Source: an optimization exercise on an open RTL-to-GDS flow (aim: small area, a short achievable clock period and few clock cycles). Production flows keep margins and buffers that such runs may drop. The RTL was checked by simulation tests, not by an equivalence proof against the original design. No activity file was given, so power comes from the tool's default toggle rates.

[design/flow/run.sh]
#!/bin/bash
# synth_recipe.tcl (not shown) runs the flow's synth.tcl, then flattens the netlist and writes it again
# the make line also repeats each setting of config.mk as NAME=value (left out here)
make -C /OpenROAD-flow-scripts/flow DESIGN_CONFIG=/design/flow/config.mk WORK_HOME=/design/flow/orfs CLKGATE_MAP_FILE= SYNTH_SCRIPT=/design/flow/synth_recipe.tcl finish
[design/flow/config.mk]
export PLATFORM = sky130hd
export DESIGN_NAME = icache_nway
export DESIGN_NICKNAME = icache_nway
export VERILOG_FILES = /design/flow/design.v
export SDC_FILE = /design/flow/constraint.sdc
export NUM_CORES = 4
export LEC_CHECK = 0
export ABC_CLOCK_PERIOD_IN_PS = 3000
export CAP_MARGIN = 20
export CORE_MARGIN = 2
export CORE_UTILIZATION = 40
export SETUP_SLACK_MARGIN = 3.5
export SLEW_MARGIN = 20
[design/flow/constraint.sdc]
create_clock -name core_clock -period 8.5 [get_ports {clk}]
set_input_delay 1.7000 -clock core_clock [delete_from_list [all_inputs] [get_ports {clk}]]
set_output_delay 1.7000 -clock core_clock [all_outputs]
set_load 0.01 [all_outputs]
[design/flow/design.v]
module icache_nway #(
    parameter int WAYS = 2,
    parameter int SETS = 8
) (
    input  logic         clk,
    input  logic         rst,
    input  logic         mem_read,
    input  logic [15:0]  mem_address,
    output logic [15:0]  mem_rdata,
    output logic         mem_resp,
    output logic         l2_read,
    output logic [15:0]  l2_address,
    input  logic [127:0] l2_rdata,
    input  logic         l2_resp
    ,
    input  logic         flush
);
    localparam int IW = $clog2(SETS);
    localparam int TW = 12 - IW;
    logic [SETS-1:0] valid0, valid1;
    logic [SETS-1:0] lru;                  
    logic [TW-1:0]   tag0  [SETS];
    logic [TW-1:0]   tag1  [SETS];
    logic [127:0]    ring0 [SETS];         
    logic [127:0]    ring1 [SETS];
    logic [IW-1:0]   rot;
    logic [127:0]    pend;
    logic            pend_way;
    logic [IW-1:0]   pend_set;
    logic            pend_valid;
    logic            victim_q;
    logic [IW-1:0] idx;
    logic [TW-1:0] tag;
    logic [2:0]    word;
    logic          unused_bit;
    assign tag        = mem_address[15:4+IW];
    assign idx        = mem_address[4+IW-1:4];
    assign word       = mem_address[3:1];
    assign unused_bit = mem_address[0];
    logic [SETS-1:0] iset;                 
    logic [SETS-1:0] eq0, eq1;
    always_comb begin
        for (int s = 0; s < SETS; s++) begin
            iset[s] = idx == IW'(s);
            eq0[s]  = valid0[s] && tag0[s] == tag;
            eq1[s]  = valid1[s] && tag1[s] == tag;
        end
    end
    logic hit0, hit1, hit;
    assign hit0 = |(iset & eq0);
    assign hit1 = |(iset & eq1);
    assign hit  = hit0 || hit1;
    logic [7:0] wsel;                       
    always_comb begin
        for (int k = 0; k < 8; k++) wsel[k] = word == 3'(k);
    end
    logic [SETS-1:0] sset, ovr0, ovr1, ssel0, ssel1;
    logic            psel0, psel1;
    always_comb begin
        for (int p = 0; p < SETS; p++) begin
            sset[p] = IW'(p) - rot == idx;
            ovr0[p] = pend_valid && !pend_way && pend_set == IW'(p) - rot;
            ovr1[p] = pend_valid &&  pend_way && pend_set == IW'(p) - rot;
        end
        ssel0 = sset & ~ovr0;
        ssel1 = sset & ~ovr1;
        psel0 = pend_valid && !pend_way && pend_set == idx;
        psel1 = pend_valid &&  pend_way && pend_set == idx;
    end
    logic [15:0] word0, word1, wordp, wordl2;
    always_comb begin
        wordp  = '0;
        wordl2 = '0;
        for (int k = 0; k < 8; k++) begin
            wordp  = wordp  | ({16{wsel[k]}} & pend[k*16 +: 16]);
            wordl2 = wordl2 | ({16{wsel[k]}} & l2_rdata[k*16 +: 16]);
        end
        word0 = {16{psel0}} & wordp;
        word1 = {16{psel1}} & wordp;
        for (int p = 0; p < SETS; p++) begin
            for (int k = 0; k < 8; k++) begin
                word0 = word0 | ({16{ssel0[p] & wsel[k]}} & ring0[p][k*16 +: 16]);
                word1 = word1 | ({16{ssel1[p] & wsel[k]}} & ring1[p][k*16 +: 16]);
            end
        end
    end
    assign mem_rdata = ({16{hit0}} & word0) | ({16{hit1}} & word1) | ({16{l2_resp}} & wordl2);
    logic [IW-1:0] ins_set;
    logic          drain;
    assign ins_set = IW'(SETS - 1) - rot;
    assign drain   = pend_valid && pend_set == ins_set;
    logic block;
    assign block = pend_valid && !drain;
    assign mem_resp   = mem_read && (hit || l2_resp);
    assign l2_read    = mem_read && !hit && !block;
    assign l2_address = {mem_address[15:4], 4'b0000};
    logic victim;
    assign victim = |(iset & valid0) ? (|(iset & valid1) ? |(iset & lru) : 1'b1) : 1'b0;
    always_ff @(posedge clk) victim_q <= victim;
    logic fill;
    assign fill = mem_read && l2_resp;
    logic flush_now;
    assign flush_now = flush;
    always_ff @(posedge clk or posedge rst) begin
        if (rst) begin
            valid0 <= '0;
            valid1 <= '0;
            lru    <= '0;
        end else if (flush_now) begin
            valid0 <= '0;
            valid1 <= '0;
            lru    <= '0;
        end else begin
            if (fill) begin
                if (victim_q) valid1[idx] <= 1'b1;
                else          valid0[idx] <= 1'b1;
                lru[idx] <= !victim_q;
            end else if (mem_read && hit) begin
                lru[idx] <= !hit1;
            end
        end
    end
    always_ff @(posedge clk or posedge rst) begin
        if (rst) begin
            rot        <= '0;
            pend_valid <= 1'b0;
        end else begin
            rot <= rot + 1'b1;
            if (fill)       pend_valid <= 1'b1;
            else if (drain) pend_valid <= 1'b0;
        end
    end
    always_ff @(posedge clk) begin
        if (fill) begin
            if (victim_q) tag1[idx] <= tag;
            else          tag0[idx] <= tag;
            pend     <= l2_rdata;
            pend_way <= victim_q;
            pend_set <= idx;
        end
    end
    always_ff @(posedge clk) begin
        ring0[0] <= (drain && !pend_way) ? pend : ring0[SETS-1];
        ring1[0] <= (drain &&  pend_way) ? pend : ring1[SETS-1];
        for (int p = 1; p < SETS; p++) begin
            ring0[p] <= ring0[p-1];
            ring1[p] <= ring1[p-1];
        end
    end
endmodule
==> results.txt <==
## through the flow
stage / setup WS, ns / instance area, um^2 / cells / power [mW] / util
CTS: 2.14 / 94900 / 9371 / 25.1 / 0.524
floorplan: 2.84 / 74300 / 6016 / 13.4 / -
detailed placement: 0.0832 / 80500 / 8591 / 14.4 / 0.444
global placement: 0.0149 / 80400 / 8586 / 14.4 / 0.444
global route: 2.05 / 96900 / 9502 / 25.9 / 0.535
finish: 1.99 / 97000 / 9523 / 25.5 / 0.535
## cell type report
type | instances | area, um^2 | area share
Antenna cell | 27 | 67.6 | 0.000697
Clock buffer | 318 | 6690 | 0.0689
Clock inverter | 108 | 1350 | 0.0139
Inverter | 17 | 92.6 | 0.000955
Multi-Input combinational cell | 3294 | 24800 | 0.256
Sequential cell | 2353 | 50000 | 0.516
Tap cell | 2370 | 2970 | 0.0306
Timing Repair Buffer | 1036 | 11000 | 0.113
## state kept, by name, summed over array words and instances, names as in the netlist
| signal | cells |
|---|---|
| lru | 8 |
| pend | 128 |
| pend_set | 3 |
| pend_valid | 1 |
| pend_way | 1 |
| ring0 | 1024 |
| ring1 | 1024 |
| rot | 3 |
| tag0 | 72 |
| tag1 | 72 |
| valid0 | 8 |
| valid1 | 8 |
| victim_q | 1 |
## critical path, cell delays in order
cell	delay [ns]
buf_16	0.12
and3b_4	0.29
buf_12	0.16
a222oi_1	0.83
nor4_2	0.19
a2111oi_2	0.32
and3_1	0.22
nand4_1	0.18
nor4_4	0.34
buf_6	0.21
o22ai_4	0.09
buf_6	0.14
## power breakdown
part / switching [mW] / internal [mW] / total, mW
sequential: 0.780 / 12.2 / 13.0
combinational: 1.02 / 0.637 / 1.66
clock: 4.60 / 6.16 / 10.8
total: 6.40 / 19.0 / 25.5
## synthesized netlist by cell type (63+ instances only)
cell	number
a21oi_1	78
a221oi_1	162
a22o_1	188
a22oi_1	455
clkbuf_1	257
dfxtp_1	2049
edfxtp_1	276
mux2i_1	65
nand2_1	889
nand3_1	112
nand4_1	147
nor2_1	155
nor3_1	126
nor4_1	83
xnor2_1	63
xor2_1	100
## cell families (layout without fill, tap and decap cells)
family,after synthesis,in the layout
adder cells (fa/ha/maj),9,9
AO/OA/AOI/OAI,1283,1283
multiplexers,121,121
AND/OR/NAND/NOR,1698,1699
buffers and inverters,371,1479
other,1,31
XOR/XNOR,177,178
flip-flops,2353,2353
## per-layer routing
metal / global-route usage / part of all wire
met3: 0.159 / 0.15
met4: 0.302 / 0.10
met5: 0 / 0.0014
met2: 0.529 / 0.39
met1: 0.479 / 0.35
## timing repair
| item | 4_1_cts | 5_1_grt |
|---|---|---|
| endpoints found under the setup margin | 20 | 18 |
| cloned | 19 | 7 |
| endpoints found under the hold margin | 0 | 0 |
| pin swaps | 189 | 131 |
| resized for setup | 679 | 173 |
| buffers inserted | 335 | 116 |
## path summary, 6_finish.rpt
check / startpoint / to / slack, ns / cells after the start
setup reg to reg: rot[1] / ring1[0][77] / 4.94 / 7
hold / removal: ring1[2][78] / ring1[3][78] / 0.31 / 0
setup / recovery: mem_address[2] / mem_rdata[1] / 1.99 / 12
min in group asynchronous: rst / lru[7] / 1.17 / 3
max in group asynchronous: rst / rot[1] / 6.96 / 3
hold reg to reg: ring1[2][78] / ring1[3][78] / 0.31 / 0
==> results.json <==
{
  "worstSkewPairLatency_ns": 0.92,
  "grt_first_pass_wirelength_um": 493000,
  "synth_top_area_frac": 0.561,
  "period_minus_slack_ns": 6.51,
  "finalHoldViolCount": 0,
  "cts_tree": "built",
  "max-vdd-ir-drop_uv": 194,
  "cts_buffer_depth": 3,
  "whs_ns": 0.308,
  "p_per_area_nw_per_um2": 262,
  "area_growth_pct": 32.6,
  "drtAntennaViolNets": 0,
  "grt_use_total": 0.386,
  "synth_edf_count": 276,
  "synth-adder-area-share": 0.00154,
  "syn_area_um2": 73100,
  "relSlewSlack": 0.184,
  "die-height_um": 432,
  "routed_via_density": 6.59,
  "nFillCells": 15100,
  "synth_top_family_by_area": "compound AO/OA/AOI/OAI gates",
  "post_drt_wl_per_cell_um": 39.6,
  "synth.ff_latch_count": 2353,
  "synth-compound-area-share": 0.139,
  "io_buffers": 177,
  "status": "finished clean",
  "worstPathArrival_ns": 4.81,
  "timing.fmax_mhz": 154,
  "final_common_cell": "dfxtp_1",
  "path_class": "in2out",
  "h-tree-depth": 4,
  "start_kind": "input port",
  "dp_hpwl_um": 246000,
  "fin_setup_tns_ns": 0,
  "die_w_um": 432,
  "clk_pin_slew_worst_paths_ns": 0.07,
  "dieArea_um2": 186000,
  "antenna_found_initial": 44,
  "cp.required_ns": 6.80,
  "synth_top_area_cell": "dfxtp_1",
  "cts-root-buf": "clkbuf_16",
  "cts_made_buffers": 226,
  "rows": 156,
  "first_iter_violations": 12000,
  "synth_area_leaders": "dfxtp_1 56%, edfxtp_1 11%, a22oi_1 4.7%, nand2_1 4.6%, a22o_1 2.3%",
  "yosysSeqAreaShare": 0.684,
  "gr-total-overflow": 0,
  "fin_skew_ns": 0.0635,
  "layout-drive-gt1-share": 0.248,
  "wirelength_um": 377000,
  "leakagePower_nw": 37.9,
  "nets": 7086,
  "dr.pass1.iters": 7,
  "grt_max_degree": 134,
  "critical_path_peak_fanout": 5,
  "vias": 62800,
  "holdBufCountCts": 0,
  "start_util": 0.404,
  "worstSetupEndpointType": "output port",
  "yosysUniqueCellTypes": 89,
  "core_area_um2": 181000,
  "netlist_instances": 6013,
  "hold_class": "reg2reg",
  "async_reset_ff_frac": 0.0119,
  "drc": 0,
  "setup_viol": 0,
  "place.gp.congestion": 1.06,
  "period_share": 0.766,
  "ys.warnings.count": 3,
  "yosys.area_share.simple": 0.111,
  "grt_pass1_vias": 58700,
  "syn_area_per_cell_um2": 12.2,
  "max_cap_violations": 0,
  "tightest_slew_ns": 1.22,
  "drv_slew": 0,
  "final_cell_mix": "2049 x dfxtp_1, 868 x nand2_1, 553 x buf_4",
  "synth_flop_cell": "dfxtp_1",
  "clock-sinks": 2353,
  "muxShareOfSynthArea": 0.0201,
  "rsz0062_at_grt": "true",
  "synth_xor_area_frac": 0.0237,
  "io_pins": 183
}
Testbench counts, summed over its fixed seeds: cycles 28,626.

==> re-timing with driven ports <==
Ports are ideal in the flow. The routed layout listed here was re-timed in OpenROAD.
Step 1: set_driving_cell puts a clkbuf_16 on clk and a buf_2 on each other input, an assumption about the parent block.
Step 2 also shifts input and output timing later by t, the mid clock arrival at the registers, as if the neighbouring blocks saw the same clock.
Slacks: ideal ports / drivers / drivers and shift; pairs: ideal ports / drivers.
t, ns: 0.976
slack for setup (ns): 1.987 / 1.639 / 1.639
worst register clock-pin slew, ns: 0.09 / 0.09
After both steps this run still meets setup and hold. For this run, drivers alone change the setup slack by -0.348 ns; drivers and shift together by -0.348 ns.
